Background: an optimization exercise with open tools, aiming at small area, a short achievable clock period and few clock cycles per item. Do not read the settings as production practice. The RTL was checked by simulation tests, not by an equivalence proof against the original design. Power figures rest on the tool's default switching activity, not on a simulated workload.

Setup of old:
==> flow/design.v (excerpt) <==
module running_mean_stddev #(
    parameter int MAX_COUNT   = 65536,
    parameter int FRAC_BITS   = 16
) (
    input  logic        aclk,
    input  logic        aresetn,
    input  logic        s_axis_tvalid,
    output logic        s_axis_tready,
    input  logic [15:0] s_axis_tdata,    
    input  logic        s_axis_tlast,
    output logic        m_axis_tvalid,
    input  logic        m_axis_tready,
    output logic [87:0] m_axis_tdata,    
    input  logic        psel,
    input  logic        penable,
    input  logic        pwrite,
    input  logic [1:0]  paddr,
    input  logic [31:0] pwdata,
    output logic [31:0] prdata,
    output logic        pready
);
    localparam int CW = rms_pkg::CNT_W;
    localparam int SW = rms_pkg::SUM_W;
    localparam int QW = rms_pkg::SQ_W;
    localparam logic [2:0] A_IDLE  = 3'd0;
    localparam logic [2:0] A_PREP1 = 3'd1;
    localparam logic [2:0] A_PREP2 = 3'd2;
    localparam logic [2:0] A_RUN   = 3'd3;
    localparam logic [2:0] A_DONE  = 3'd4;
    logic mode_reg;
    always_ff @(posedge aclk) begin
        if (!aresetn) mode_reg <= 1'b0;
        else if (psel && penable && pwrite && paddr == 2'd0) mode_reg <= pwdata[0];
    end
    assign pready = 1'b1;
    assign prdata = {31'd0, mode_reg};
    logic        f0_v, f0_l, f0_m;
    logic [14:0] f0_y;         
    logic        f0_s;         
    logic        g_reg;        
    logic        rdy_reg;      
    logic        aok_reg;      
    logic [2:0]  a_st;
    logic [4:0]  a_step;
    logic        b_run, b_valid;
    logic [4:0]  b_step;
  ...
Size: roughly 670 flip-flops, about 180 I/O pins, ~46000 um^2 of cells after synthesis.
clock: 11.0 ns
lec_check: 0
cap_margin: 20
core_margin: 2
core_utilization: 40
setup_slack_margin: 5
slew_margin: 20
run.sh (not shown) runs the stock make flow with config.mk's settings and CLKGATE_MAP_FILE= SYNTH_SCRIPT=/design/flow/synth_recipe.tcl, a recipe that flattens the netlist after the stock synthesis.
old completed every stage of the flow, and the final layout passed the timing, design-rule and antenna checks.
Testbench counts of old, summed over its fixed seeds: cycles 12,376, items 320.
Inputs modified between old and new:
- an added PLACE_DENSITY of 0.7
- an added ABC_AREA of 1
==> comparison <==
- Of old and new, the higher detailed-routing wirelength on met1 belongs to old.
- Sequential share of layout area sits higher in new than in old.
- In new the portion of netlist area occupied by mux cells turned out 1.6 points lower than in old.
- As of new, worst-case reg-to-reg path depth had risen by more than a quarter compared to old.
- Compared with old, in new total wire length lost 6.4%, global placer's final weighted congestion picked up an extra about 8%.
- Between old and new, the XOR/XNOR share of the synthesized area is higher for old.
- Total track usage sits lower in new than in old.
- NOTE detailed route wirelength on metal2 old->new decreased by a few percent
- new vs old on worst hold slack: new is the higher one.

## run 1
Another version of the RTL of running_mean_stddev (not shown whole).
Size: ~4800 cells after synthesis, ~180 I/O pins.
## running_mean_stddev
module running_mean_stddev #(
    parameter int MAX_COUNT   = 65536,
    parameter int FRAC_BITS   = 16
) (
    input  logic        aclk,
    input  logic        aresetn,
    input  logic        s_axis_tvalid,
    output logic        s_axis_tready,
    input  logic [15:0] s_axis_tdata,    
    input  logic        s_axis_tlast,
    output logic        m_axis_tvalid,
    input  logic        m_axis_tready,
    output logic [87:0] m_axis_tdata,    
    input  logic        psel,
    input  logic        penable,
    input  logic        pwrite,
    input  logic [1:0]  paddr,
    input  logic [31:0] pwdata,
    output logic [31:0] prdata,
    output logic        pready
);
Settings: LEC_CHECK=0, ABC_AREA=1, CAP_MARGIN=20, CORE_MARGIN=2, CORE_UTILIZATION=50, CTS_CLUSTER_SIZE=40, SETUP_SLACK_MARGIN=5, SLEW_MARGIN=20; clock period 11.0 ns.
Run 1: all stages complete, timing, DRC and antenna checks passed
Testbench counts of run 1, summed over its fixed seeds: cycles 12,376, items 320.
--- input diff run 1..run 2 ---
- CORE_UTILIZATION now 45, was 50
- CTS_CLUSTER_SIZE no longer set, was 40
==> comparison <==
- Run 2: full flow OK, the timing, design-rule and antenna checks passed
- Compared with run 1, run 2 has less setup slack.
- Compared with run 1, in run 2 clock-buffer cell count decreased about 8%; logic depth of the worst register-to-register path decreased 1; final critical path time including I/O delays and setup increased 0.12 ns; floorplan core area increased 11%.
Inputs modified between run 2 and run 3:
- changing CORE_UTILIZATION from 45 to 50
--- outcome ---
- Going from run 2 to run 3, cell count of the worst reg-to-reg path rose by 1, worst setup slack rose by 0.12 ns, post-CTS clock slew at the launch and capture registers of the worst setup and hold paths stayed essentially flat.
Inputs modified between run 3 and run 4:
- PLACE_DENSITY: unset -> 0.7
## What came out
- Count of routing violations after the opening detailed-route iteration: run 4 worse than run 3
- Share of power burned in combinational logic: run 4 vs run 3 up 0.7 points
- Run 3 and run 4 ended up with nearly the same met3 routing resource usage after global routing.
- Measured against each other, run 3 and run 4 differ in time the worst path needs with I/O delays and setup, the lower figure coming from run 3.
- Going from run 3 to run 4, final clock period utilization by the worst path now sits higher; power share of the sequential group went up 0.2 points; final count of hold timing violations shows no meaningful change; wire length on met3 saw an increase; worst setup slack decreased 0.11 ns.
### run 4 -> run 5
- PLACE_DENSITY no longer set, was 0.7
- SLEW_MARGIN now 10, was 20
- CAP_MARGIN now 10, was 20
### Flow results
- On final-layout worst hold slack, run 5 and run 4 are basically level.
- Of run 5 and run 4, the higher number of filler instances in the final layout belongs to run 5.
- The portion of total power attributed to combinational logic in run 5 sits 1.0 points below the value recorded for run 4.
- Run 5 vs run 4 on violation count after the first detailed-route iteration: run 5 is the lower one.
- Compared with run 4, in run 5 overall power increased 1.1%, clock buffer count in the final layout increased about 10%, sum of routed wire length over all layers increased about 1.9%, static leakage power increased about 0.7%.
- Wire length on met2, run 5 vs run 4: up slightly
- Synthesized area came out exactly the same in run 5 and run 4.
> inputs changed (run 5 -> run 6)
- CAP_MARGIN: 10 -> 20
- SLEW_MARGIN: 10 -> 20
- TNS_END_PERCENT: unset -> 0
[summary]
Run 6 vs. run 5: fill cell instance count of the final layout went down by about 0.56%. From run 5 to run 6 the numbers moved as follows: highest clock rate has increased; count of clock-buffer cells in the layout has increased; overall power now smaller; register bit total from synthesis ~0 delta. Changes observed in run 6 relative to run 5: time the final worst path needs with I/O delays and setup now sits lower; layout-stage area growth over the synthesis result fell by 0.19 points. The cell area was comparable across run 6 and run 5. Compared to run 5, the routing of run 6 uses less wire.

## re-timing with driven ports
Ports are ideal in the flow. The routed layouts listed here were re-timed in OpenROAD.
Step 1 sets driving cells, clkbuf_16 on the clock port and buf_2 on the other inputs (assumed; they add their load-dependent delay and slew).
Step 2, shift: input delay + t, output delay - t, t = (earliest + latest rising clock arrival at the registers) / 2. This alone moves slack from input paths to output paths.
Slacks: ideal / step 1 / step 2; pairs: ideal / step 1.
run | shift t [ns] | setup slack, ns | slew at the worst register clock pin (ns) | pins driven straight from the clock port
old | 0.705 | 5.268 / 5.268 / 4.758 | 0.07 / 0.07 | 1
new | 0.692 | 5.454 / 5.454 / 5.454 | 0.07 / 0.07 | 1
run 1 | 0.690 | 5.515 / 5.515 / 5.290 | 0.06 / 0.06 | 1
run 2 | 0.701 | 5.397 / 5.397 / 5.397 | 0.07 / 0.07 | 1
run 3 | 0.690 | 5.515 / 5.515 / 5.290 | 0.06 / 0.06 | 1
run 4 | 0.702 | 5.406 / 5.406 / 5.379 | 0.07 / 0.07 | 1
run 5 | 0.700 | 5.481 / 5.481 / 5.052 | 0.07 / 0.07 | 1
run 6 | 0.687 | 5.523 / 5.523 / 5.282 | 0.06 / 0.06 | 1
After both steps every run listed still meets setup and hold. The setup slack of old, which loses most, moves by 0.000 ns with the drivers and by -0.510 ns with both steps.
